Context: an optimization exercise on an open-source flow, tuned for small area, a short achievable clock period and few clock cycles per item. The choices shown serve that exercise and are no tape-out recipe. The RTL was checked by simulation tests, not by an equivalence proof against the original design.

**design/flow/constraint.sdc**
```tcl
create_clock -name core_clock -period 12.0 [get_ports {clk}]
set_input_delay 2.4000 -clock core_clock [delete_from_list [all_inputs] [get_ports {clk}]]
set_output_delay 2.4000 -clock core_clock [all_outputs]
set_load 0.01 [all_outputs]
```
**design/flow/design.v**
```verilog
package mb_pkg;
  localparam int BLOB_COUNT   = 10;
  localparam int FRAME_WIDTH  = 320;
  localparam int FRAME_HEIGHT = 200;
  localparam int CNT_W  = (BLOB_COUNT > 1) ? $clog2(BLOB_COUNT) : 1;
  localparam int NUM_W  = 25;
  localparam int MAG_W  = 25;
  localparam int SUM_W  = 26;
  localparam int DIFF_W = 10;
  localparam logic [1:0] MODE_LOAD    = 2'd0;
  localparam logic [1:0] MODE_ADVANCE = 2'd1;
  localparam logic [1:0] MODE_RENDER  = 2'd2;
  localparam logic [1:0] CFG_COLOR_MODE = 2'd0;
  localparam logic [1:0] CFG_ALPHA      = 2'd1;
  localparam logic [1:0] CFG_WAVE_GAIN  = 2'd2;
  localparam logic [1:0] COLOR_RGB  = 2'd0;
  localparam logic [1:0] COLOR_HUE  = 2'd1;
  localparam logic [1:0] COLOR_WAVY = 2'd2;
  typedef struct packed {
    logic [1:0] mode;
    logic [3:0] blob_index;
    logic [8:0] coord_x;
    logic [7:0] coord_y;
    logic [5:0] blob_radius;
  } cmd_word_t;
  typedef struct packed {
    logic [7:0] red;
    logic [7:0] green;
    logic [7:0] blue;
    logic [7:0] alpha;
  } pixel_word_t;
  typedef struct packed {
    logic [8:0] pos_x;
    logic [7:0] pos_y;
    logic [5:0] size;
    logic       dir_x;
    logic       dir_y;
  } blob_t;
  typedef struct packed {
    logic load;
    logic advance;
    logic shift;
  } cell_ctrl_t;
endpackage
module mb_cell
(
  input  logic       clk,
  input  logic       rst,
  input  logic [2:0]  ctrl_in,
  input  logic        load_sel,
  input  logic [24:0] load_blob_in,
  input  logic [24:0] next_blob_in,
  output logic [24:0] blob_out
);
  mb_pkg::cell_ctrl_t         ctrl;
  mb_pkg::blob_t              load_blob, next_blob, blob;
  assign ctrl      = ctrl_in;
  assign load_blob = load_blob_in;
  assign next_blob = next_blob_in;
  assign blob_out  = blob;
  logic signed [11:0] x, y, r;
  logic               fx, fy;
  mb_pkg::blob_t              blob_next;
  always_comb begin
    r  = 12'(blob.size);
    x  = blob.dir_x ? 12'(blob.pos_x) - 12'sd1 : 12'(blob.pos_x) + 12'sd1;
    y  = blob.dir_y ? 12'(blob.pos_y) - 12'sd1 : 12'(blob.pos_y) + 12'sd1;
    fx = blob.dir_x;
    fy = blob.dir_y;
    if (x + r > 12'(mb_pkg::FRAME_WIDTH - 1)) begin
      x  = 12'(mb_pkg::FRAME_WIDTH - 1) - r;
      fx = ~fx;
    end
    if (x - r < 12'sd0) begin
      x  = r;
      fx = ~fx;
    end
    if (y + r > 12'(mb_pkg::FRAME_HEIGHT - 1)) begin
      y  = 12'(mb_pkg::FRAME_HEIGHT) - r;
      fy = ~fy;
    end
    if (y - r < 12'sd0) begin
      y  = r;
      fy = ~fy;
    end
    blob_next = blob;
    if (ctrl.load && load_sel) begin
      blob_next       = load_blob;
      blob_next.dir_x = 1'b0;
      blob_next.dir_y = 1'b0;
    end else if (ctrl.advance) begin
      blob_next.pos_x = x[8:0];
      blob_next.pos_y = y[7:0];
      blob_next.dir_x = fx;
      blob_next.dir_y = fy;
    end else if (ctrl.shift) begin
      blob_next = next_blob;
    end
  end
  always_ff @(posedge clk) begin
    blob.pos_x <= blob_next.pos_x;
    blob.pos_y <= blob_next.pos_y;
    blob.size  <= blob_next.size;
    if (rst) begin
      blob.dir_x <= 1'b0;
      blob.dir_y <= 1'b0;
    end else begin
      blob.dir_x <= blob_next.dir_x;
      blob.dir_y <= blob_next.dir_y;
    end
  end
endmodule
module mb_root
(
  input  logic                     clk,
  input  logic                     rst,
  input  logic                     start,
  input  logic signed [mb_pkg::DIFF_W-1:0] dx,
  input  logic signed [mb_pkg::DIFF_W-1:0] dy,
  input  logic [mb_pkg::NUM_W-1:0]         num,
  output logic                     done,
  output logic [mb_pkg::MAG_W-1:0]         mag
);
  typedef enum logic [3:0] {
    R_IDLE = 4'b0001,
    R_SQ   = 4'b0010,
    R_PREP = 4'b0100,
    R_RUN  = 4'b1000
  } rstate_t;
  rstate_t                  state;
  logic signed [mb_pkg::DIFF_W-1:0] dxs, dys;
  logic [mb_pkg::NUM_W-1:0]         nums;
  logic [19:0]              sqx, sqy;
  logic [49:0]              nn;
  logic [49:0]              rem;
  logic [50:0]              acc_a;
  logic [67:0]              acc_b;
  logic [mb_pkg::MAG_W-1:0]         m;
  logic [4:0]               k;
  logic [67:0]              trial;
  logic [67:0]              a_sum;
  logic [20:0]              dsum;
  assign trial = 68'(acc_a) + acc_b;
  assign a_sum = 68'(acc_a >> 1) + acc_b;
  assign dsum  = 21'(sqx) + 21'(sqy);
  assign mag   = (nums == '0) ? '0 : m;
  always_ff @(posedge clk) begin
    if (rst) begin
      state <= R_IDLE;
      done  <= 1'b0;
    end else begin
      done <= 1'b0;
      case (state)
        R_IDLE: if (start) state <= R_SQ;
        R_SQ:   state <= R_PREP;
        R_PREP: state <= R_RUN;
        R_RUN: begin
          if (k == 5'd0) begin
            state <= R_IDLE;
            done  <= 1'b1;
          end
        end
        default: state <= R_IDLE;
      endcase
    end
  end
  always_ff @(posedge clk) begin
    case (state)
      R_IDLE: begin
        if (start) begin
          dxs  <= dx;
          dys  <= dy;
          nums <= num;
        end
      end
      R_SQ: begin
        sqx <= 20'(dxs * dxs);
        sqy <= 20'(dys * dys);
        nn  <= 50'(nums) * 50'(nums);
      end
      R_PREP: begin
        rem   <= nn;
        acc_a <= '0;
        acc_b <= {dsum[19:0], 48'b0};
        m     <= '0;
        k     <= 5'(mb_pkg::MAG_W - 1);
      end
      R_RUN: begin
        if (trial <= 68'(rem)) begin
          rem   <= rem - trial[49:0];
          acc_a <= a_sum[50:0];
          m     <= m | (mb_pkg::MAG_W'(1) << k);
        end else begin
          acc_a <= acc_a >> 1;
        end
        acc_b <= acc_b >> 2;
        k     <= k - 5'd1;
      end
      default: ;
    endcase
  end
endmodule
module mb_color
(
  input  logic signed [mb_pkg::SUM_W-1:0] sum,
  input  logic                    hue_mode,
  output logic [7:0]              red,
  output logic [7:0]              green,
  output logic [7:0]              blue
);
  localparam logic [21:0] HUE_UNIT = 22'd245760;
  localparam logic [21:0] HUE_FULL = 22'd1474560;
  function automatic logic [7:0] hue_chan(input logic [21:0] h, input logic [2:0] n);
    logic [21:0]        v, u;
    logic signed [22:0] c0, c, us, unit_s;
    logic [21:0]        x;
    logic [26:0]        p;
    v = 22'(n) * HUE_UNIT + h;
    u = (v >= HUE_FULL) ? v - HUE_FULL : v;
    us     = $signed({1'b0, u});
    unit_s = $signed({1'b0, HUE_UNIT});
    c0 = 23'(4 * HUE_UNIT) - 23'(u);
    c  = (us < c0) ? us : c0;
    if (c > unit_s) c = unit_s;
    if (c < 23'sd0) c = 23'sd0;
    x = HUE_UNIT - 22'(c);
    p = 27'(x) * 27'd17;
    hue_chan = p[21:14];
  endfunction
  logic [12:0] k;
  logic [22:0] prod;
  logic [9:0]  f1;
  logic [8:0]  f2;
  logic [7:0]  rgb_red;
  logic [31:0] bl;
  logic [21:0] h;
  always_comb begin
    k    = sum[24:12];
    prod = 23'(k) * 23'd1000;
    f1   = 10'(prod[7:0]) + 10'(prod[15:8]) + 10'(prod[22:16]);
    f2   = 9'(f1[7:0]) + 9'(f1[9:8]);
    rgb_red = (f2 >= 9'd255) ? 8'(f2 - 9'd255) : f2[7:0];
    bl   = 32'd131072 + 32'(sum[24:0]) * 32'd50;
    if (sum < mb_pkg::SUM_W'(20 * 4096))
      h = 22'(20 * 4096);
    else if (sum > mb_pkg::SUM_W'(360 * 4096))
      h = 22'(360 * 4096);
    else
      h = 22'(sum);
    if (hue_mode) begin
      red   = hue_chan(h, 3'd5);
      green = hue_chan(h, 3'd3);
      blue  = hue_chan(h, 3'd1);
    end else begin
      red   = rgb_red;
      green = 8'd255 - rgb_red;
      blue  = bl[19:12];
    end
  end
endmodule
module metaball_pixel_generator
(
  input  logic        clk,
  input  logic        rst,
  input  logic        start,
  output logic        busy,
  input  logic [28:0] cmd_in,
  output logic        done,
  output logic [31:0] pixel_out,
  input  logic        cfg_write,
  input  logic [1:0]  cfg_index,
  input  logic [15:0] cfg_data
);
  typedef enum logic [3:0] {
    S_IDLE  = 4'b0001,
    S_TERM  = 4'b0010,
    S_WAIT  = 4'b0100,
    S_COLOR = 4'b1000
  } state_t;
  mb_pkg::cmd_word_t                cmd;
  mb_pkg::pixel_word_t              pixel;
  assign cmd       = cmd_in;
  assign pixel_out = pixel;
  state_t                   state;
  logic [1:0]               color_mode;
  logic [7:0]               alpha_value;
  logic signed [15:0]       wave_gain;
  logic [8:0]               cx;
  logic [7:0]               cy;
  logic [mb_pkg::CNT_W-1:0]         cnt;
  logic signed [mb_pkg::SUM_W-1:0]  sum;
  logic [24:0]                      cells [mb_pkg::BLOB_COUNT];
  mb_pkg::blob_t                    head;
  logic [mb_pkg::BLOB_COUNT-1:0]    load_sel;
  mb_pkg::cell_ctrl_t               ctrl;
  mb_pkg::blob_t                    load_blob;
  logic                     accept;
  logic                     wavy;
  logic [15:0]              gain_mag;
  logic [mb_pkg::NUM_W-1:0]         num;
  logic signed [mb_pkg::DIFF_W-1:0] dx, dy;
  logic                     root_start, root_done;
  logic [mb_pkg::MAG_W-1:0]         mag;
  logic signed [mb_pkg::SUM_W:0]    term, acc;
  logic [7:0]               c_red, c_green, c_blue;
  assign busy   = (state != S_IDLE);
  assign accept = start && !busy;
  assign wavy   = (color_mode >= mb_pkg::COLOR_WAVY);
  assign ctrl.load    = accept && (cmd.mode == mb_pkg::MODE_LOAD);
  assign ctrl.advance = accept && (cmd.mode == mb_pkg::MODE_ADVANCE);
  assign ctrl.shift   = (state == S_WAIT) && root_done;
  assign load_blob.pos_x = cmd.coord_x;
  assign load_blob.pos_y = cmd.coord_y;
  assign load_blob.size  = cmd.blob_radius;
  assign load_blob.dir_x = 1'b0;
  assign load_blob.dir_y = 1'b0;
  for (genvar i = 0; i < mb_pkg::BLOB_COUNT; i++) begin : g_cell
    localparam int NXT = (i + 1) % mb_pkg::BLOB_COUNT;
    assign load_sel[i] = ({1'b0, cmd.blob_index} == 5'(i));
    mb_cell u_cell (
      .clk       (clk),
      .rst       (rst),
      .ctrl_in      (ctrl),
      .load_sel     (load_sel[i]),
      .load_blob_in (load_blob),
      .next_blob_in (cells[NXT]),
      .blob_out     (cells[i])
    );
  end
  assign head = cells[0];
  always_comb begin
    gain_mag = wave_gain[15] ? 16'(-wave_gain) : 16'(wave_gain);
    case (color_mode)
      mb_pkg::COLOR_RGB: num = mb_pkg::NUM_W'({head.size, 12'b0});
      mb_pkg::COLOR_HUE: num = {13'(head.size * 7'd80), 12'b0};
      default:   num = mb_pkg::NUM_W'(gain_mag * 24'd200);
    endcase
    dx = mb_pkg::DIFF_W'($signed({1'b0, cx})) - mb_pkg::DIFF_W'($signed({1'b0, head.pos_x}));
    dy = mb_pkg::DIFF_W'($signed({1'b0, cy})) - mb_pkg::DIFF_W'($signed({1'b0, head.pos_y}));
  end
  assign root_start = (state == S_TERM);
  mb_root u_root (
    .clk   (clk),
    .rst   (rst),
    .start (root_start),
    .dx    (dx),
    .dy    (dy),
    .num   (num),
    .done  (root_done),
    .mag   (mag)
  );
  always_comb begin
    term = (wavy && wave_gain[15]) ? -$signed({2'b0, mag}) : $signed({2'b0, mag});
    acc  = {sum[mb_pkg::SUM_W-1], sum} + term;
  end
  mb_color u_color (
    .sum      (sum),
    .hue_mode (color_mode != mb_pkg::COLOR_RGB),
    .red      (c_red),
    .green    (c_green),
    .blue     (c_blue)
  );
  always_ff @(posedge clk) begin
    if (rst) begin
      color_mode  <= mb_pkg::COLOR_RGB;
      alpha_value <= 8'd255;
      wave_gain   <= '0;
    end else if (cfg_write) begin
      case (cfg_index)
        mb_pkg::CFG_COLOR_MODE: color_mode  <= cfg_data[1:0];
        mb_pkg::CFG_ALPHA:      alpha_value <= cfg_data[7:0];
        mb_pkg::CFG_WAVE_GAIN:  wave_gain   <= cfg_data;
        default: ;
      endcase
    end
  end
  always_ff @(posedge clk) begin
    if (rst) begin
      state <= S_IDLE;
      done  <= 1'b0;
    end else begin
      done <= 1'b0;
      case (state)
        S_IDLE: if (accept && cmd.mode == mb_pkg::MODE_RENDER) state <= S_TERM;
        S_TERM: state <= S_WAIT;
        S_WAIT: begin
          if (root_done)
            state <= (cnt == mb_pkg::CNT_W'(mb_pkg::BLOB_COUNT - 1)) ? S_COLOR : S_TERM;
        end
        S_COLOR: begin
          state <= S_IDLE;
          done  <= 1'b1;
        end
        default: state <= S_IDLE;
      endcase
    end
  end
  always_ff @(posedge clk) begin
    case (state)
      S_IDLE: begin
        cx  <= cmd.coord_x;
        cy  <= cmd.coord_y;
        cnt <= '0;
        sum <= wavy ? mb_pkg::SUM_W'({10'(cmd.coord_x) + 10'(cmd.coord_y), 12'b0}) : '0;
      end
      S_WAIT: begin
        if (root_done) begin
          cnt <= cnt + 1'b1;
          if (acc > (mb_pkg::SUM_W + 1)'(33554431))
            sum <= mb_pkg::SUM_W'(33554431);
          else if (acc < $signed(27'h6000000))   
            sum <= {1'b1, {(mb_pkg::SUM_W - 1){1'b0}}};
          else
            sum <= acc[mb_pkg::SUM_W-1:0];
        end
      end
      S_COLOR: begin
        pixel.red   <= c_red;
        pixel.green <= c_green;
        pixel.blue  <= c_blue;
        pixel.alpha <= alpha_value;
      end
      default: ;
    endcase
  end
endmodule
```
**design/flow/run.sh**
```bash
#!/bin/bash
# synth_recipe.tcl (not shown) runs the flow's synth.tcl, then flattens the netlist and writes it again
# the make line also repeats each setting of config.mk as NAME=value (left out here)
make -C /OpenROAD-flow-scripts/flow DESIGN_CONFIG=/design/flow/config.mk WORK_HOME=/design/flow/orfs CLKGATE_MAP_FILE= SYNTH_SCRIPT=/design/flow/synth_recipe.tcl finish
```
**design/flow/config.mk**
```make
export PLATFORM = sky130hd
export DESIGN_NAME = metaball_pixel_generator
export DESIGN_NICKNAME = metaball_pixel_generator
export VERILOG_FILES = /design/flow/design.v
export SDC_FILE = /design/flow/constraint.sdc
export NUM_CORES = 4
export LEC_CHECK = 0
export CAP_MARGIN = 20
export CORE_MARGIN = 2
export CORE_UTILIZATION = 40
export SLEW_MARGIN = 20
```
==> run_summary.xml <==
<?xml version="1.0" encoding="UTF-8"?>
<metrics>
  <group name="run_status">
    <metric name="status" unit="">timing/DRC/antenna clean</metric>
  </group>
  <group name="clocking">
    <metric name="clk_root_buffer_cell" unit="">sky130_fd_sc_hd__clkbuf_16</metric>
    <metric name="post_cts.repair.setup_buffers" unit="">0</metric>
    <metric name="numClockSinks" unit="">686</metric>
    <metric name="clk_path_buf_depth" unit="">3</metric>
    <metric name="numCtsBuffers" unit="">90</metric>
    <metric name="cts-htree-levels" unit="">3</metric>
    <metric name="clk_pin_slew" unit="ps">60</metric>
    <metric name="tritoncts_clock_tree" unit="">yes</metric>
    <metric name="clkLatencyLatePin" unit="ps">770</metric>
    <metric name="cts_hold_buf" unit="">0</metric>
  </group>
  <group name="logic_synthesis">
    <metric name="most_used_flip_flop_cell_after_synthesis" unit="">sky130_fd_sc_hd__edfxtp_1</metric>
    <metric name="synth_most_common_cell" unit="">sky130_fd_sc_hd__inv_1</metric>
    <metric name="syn-mean-instance-area" unit="um2">8.75</metric>
    <metric name="post_synth_num_cell_types" unit="">126</metric>
    <metric name="mappedNetlistArea" unit="mm2">0.0907</metric>
    <metric name="seq_area_frac_synth" unit="%">22.1</metric>
    <metric name="synth-edff-count" unit="">630</metric>
    <metric name="synthCells" unit="">10400</metric>
    <metric name="netlist_top_cells_area" unit="">sky130_fd_sc_hd__edfxtp_1 (21%), sky130_fd_sc_hd__ha_1 (16%), sky130_fd_sc_hd__fa_1 (13%), sky130_fd_sc_hd__inv_1 (5.0%), sky130_fd_sc_hd__xnor2_1 (4.5%)</metric>
    <metric name="synth_area_leader_cell" unit="">sky130_fd_sc_hd__edfxtp_1</metric>
    <metric name="netlist_top_cells_count" unit="">sky130_fd_sc_hd__inv_1 (1209), sky130_fd_sc_hd__ha_1 (1125), sky130_fd_sc_hd__nand2_1 (879), sky130_fd_sc_hd__a21oi_1 (741), sky130_fd_sc_hd__nor2_1 (685)</metric>
    <metric name="share_of_yosys_cell_area_claimed_by_the_top_area_cell_type" unit="%">20.9</metric>
    <metric name="warnings_from_yosys" unit="">5</metric>
    <metric name="postSynthRegisterBits" unit="">686</metric>
    <metric name="synth_async_sr_flop_share" unit="%">0</metric>
  </group>
  <group name="place">
    <metric name="hpwlAfterDp" unit="um">204000</metric>
    <metric name="dpl_worst_slack" unit="ps">-25.0</metric>
    <metric name="dpl_cell_area" unit="mm2">0.0953</metric>
    <metric name="port_buffers" unit="">84</metric>
    <metric name="rd_place_congestion" unit="">0.935</metric>
  </group>
  <group name="sta">
    <metric name="grt_setup_unrepaired" unit="">no</metric>
    <metric name="slew-limit-headroom" unit="%">16.3</metric>
    <metric name="timing_max_transition_violations_final" unit="">0</metric>
    <metric name="max_freq" unit="MHz">88.0</metric>
    <metric name="period_needed" unit="ps">11360</metric>
    <metric name="hold_viol" unit="">0</metric>
    <metric name="crit_path_setup_slack_layout" unit="ps">639</metric>
    <metric name="timing.setup.tns" unit="ps">0</metric>
    <metric name="tightest_slew" unit="ps">1250</metric>
    <metric name="fin_crit_sh" unit="%">94.7</metric>
    <metric name="clock_skew" unit="ps">56.9</metric>
    <metric name="timing.final.setup_violations" unit="">0</metric>
  </group>
  <group name="setup_path">
    <metric name="timing.critical_path.required" unit="ps">12490</metric>
    <metric name="critical-path-top-cell-by-count" unit="">sky130_fd_sc_hd__ha_1</metric>
    <metric name="setup.worst_path.class" unit="">reg -&gt; reg</metric>
    <metric name="reg2reg_depth" unit="">48</metric>
    <metric name="worst_setup_path_start_kind" unit="">register</metric>
    <metric name="worstPathArrival" unit="ps">11850</metric>
    <metric name="critical_path_max_stage_delay" unit="ps">790</metric>
    <metric name="crit_slowest_cell" unit="">sky130_fd_sc_hd__o21ai_0</metric>
    <metric name="crit_end_element" unit="">register</metric>
    <metric name="timing.critical_path.fanout_max" unit="">35</metric>
  </group>
  <group name="layout">
    <metric name="post_route_cells_drive_above_1_share" unit="%">5.20</metric>
    <metric name="design.final.nets" unit="">12100</metric>
    <metric name="fin_area" unit="mm2">0.0985</metric>
    <metric name="final_core_util" unit="%">43.7</metric>
    <metric name="area_delta_synth_final" unit="%">8.62</metric>
  </group>
  <group name="grt">
    <metric name="grt_antenna_before_repair" unit="">6</metric>
    <metric name="grt_start_max_net_pins" unit="">87</metric>
    <metric name="first_global_vias" unit="">75300</metric>
    <metric name="gr-usage-all-layers" unit="%">22.7</metric>
    <metric name="grt_first_pass_wirelength" unit="um">422000</metric>
    <metric name="grt_remaining_overflow" unit="">0</metric>
  </group>
  <group name="detailed_routing">
    <metric name="drtPass1Iterations" unit="">6</metric>
    <metric name="wl_per_cell" unit="um">19.8</metric>
    <metric name="dr_total_vias" unit="">75200</metric>
    <metric name="antenna_violating_nets_post_route" unit="">0</metric>
    <metric name="route.detailed.vias_per_inst" unit="">5.60</metric>
    <metric name="drc_errors" unit="">0</metric>
    <metric name="drt_first_iter_violations" unit="">5761</metric>
    <metric name="drt_wl_total" unit="um">266000</metric>
  </group>
  <group name="floorplan">
    <metric name="num_rows" unit="">174</metric>
    <metric name="floorplan.io_pins" unit="">85</metric>
    <metric name="start_util" unit="%">40.3</metric>
    <metric name="coreArea" unit="mm2">0.225</metric>
    <metric name="die_height" unit="um">480</metric>
    <metric name="die_width" unit="um">480</metric>
    <metric name="floorplan.die_area" unit="mm2">0.230</metric>
  </group>
  <group name="min_path">
    <metric name="hold_class" unit="">reg -&gt; reg</metric>
    <metric name="worst_hold_path.num_cells" unit="">0</metric>
  </group>
  <group name="run">
    <metric name="maxCapViolCount" unit="">0</metric>
  </group>
</metrics>
area by class of cell:
| class | instances | area [um2] |
|---|---|---|
| Timing Repair Buffer | 274 | 2290 |
| Inverter | 1220 | 4580 |
| Antenna cell | 2 | 5.00 |
| Tap cell | 2992 | 3740 |
| Sequential cell | 686 | 20000 |
| Multi-Input combinational cell | 8069 | 64800 |
| Clock inverter | 63 | 673 |
| Clock buffer | 105 | 2340 |
| Fill cell | 21900 | 127000 |
registers in the layout (all words and copies together) (netlist names), 16 cells and up:
signal / count
u_root.m: 25
pixel: 32
u_root.acc_a: 51
u_root.sqx: 19
g_cell.u_cell.blob: 250
u_root.nums: 22
u_root.acc_b: 68
u_root.rem: 50
sum: 26
wave_gain: 16
u_root.nn: 43
u_root.sqy: 19
kinds of logic (layout without fill, tap and decap cells):
kind of cell               count (synthesis)  after routing  share of synthesized area (%)
adders and majority gates               1724           1724                           28.7
AOI/OAI and AO/OA                       2594           2594                           18.2
buffers and inverters                   1611           1662                           6.76
xor gates and xnor gates                 681            681                           6.59
other                                      1              4                        0.00414
muxes                                    179            179                           2.05
DFF                                      686            686                           22.1
and+or+nand+nor                         2889           2889                           15.5
stage by stage:
stage | hold WS, ps | std cells
after global placement | 413 | 13200
after CTS | 431 | 13400
final | 425 | 13400
after detailed placement | 417 | 13200
after global routing | 444 | 13400
after floorplan | 408 | 10400
repair_timing:
action | CTS | global route
hold endpoints to repair | 0 | 0
pin swaps | 0 | 0
setup endpoints to repair | 1 | 23
gates resized for setup | 1 | 31
per-layer routing:
metal  GRT usage (%)  up-vias  part of all wire, %
met5               0        -                0.020
met4            8.07        6                  3.8
met3            2.45      455                  5.1
met2            37.4     2035                   46
met1            30.9    36600                   45
li1                -    36100                    -
path summary, 6_finish.rpt:
| kind | start | to | slack (ps) |
|---|---|---|---|
| worst min-delay path | alpha_value[3] | pixel[3] | 430 |
| worst max register to register | sum[23] | pixel[31] | 640 |
| worst max-delay path | sum[23] | pixel[31] | 640 |
| worst min register to register | alpha_value[3] | pixel[3] | 430 |
cells in the final DEF (no fill, tap or decap), drive strengths merged, types with 62 or more instances in the layout:
master	count
o21a	138
nor2	689
a211oi	73
clkdlybuf4s50	83
mux2i	136
fa	597
a21o	269
clkbuf	105
inv	1216
nand2b	104
o21bai	112
xor2	219
ha	1125
nand3	197
or3	62
o21ai	645
a31oi	83
and2	263
buf	191
nor2b	118
a21oi	744
nand2	879
edfxtp	630
xnor2	462
and3	95
nor3	196
o31ai	85
critical path: cells and delay by family (launching register included):
family / cells / cell delay [ps]
xor+xnor: 1 / 140
flops: 1 / 390
simple gates: 15 / 3220
fa+ha+maj: 6 / 1490
buf+inv: 3 / 630
mux: 1 / 280
compound gates: 22 / 4880
Testbench counts, summed over its fixed seeds: cycles 458,304, pixels 1,568.

==> static timing again, ports no longer ideal <==
The results above use ideal ports. As a check the final layout listed here was re-extracted and re-timed, cells and wires unchanged. Step 1 assumes that a clkbuf_16 drives the clock port and a buf_2 every other input. Step 2 also shifts input and output timing later by t, the mid clock arrival at the registers, as if the neighbouring blocks saw the same clock. a / b / c = ideal / step 1 / step 2; a / b = the first two.
shift t [ns]: 0.839
setup WS [ns]: 0.639 / 0.639 / 0.639
worst setup path after step 2: register to register
slew at the worst register clock pin (ns): 0.07 / 0.07
After both steps setup and hold are still met in this run. The setup slack of this run moves by 0.000 ns with the drivers and by 0.000 ns with both steps.
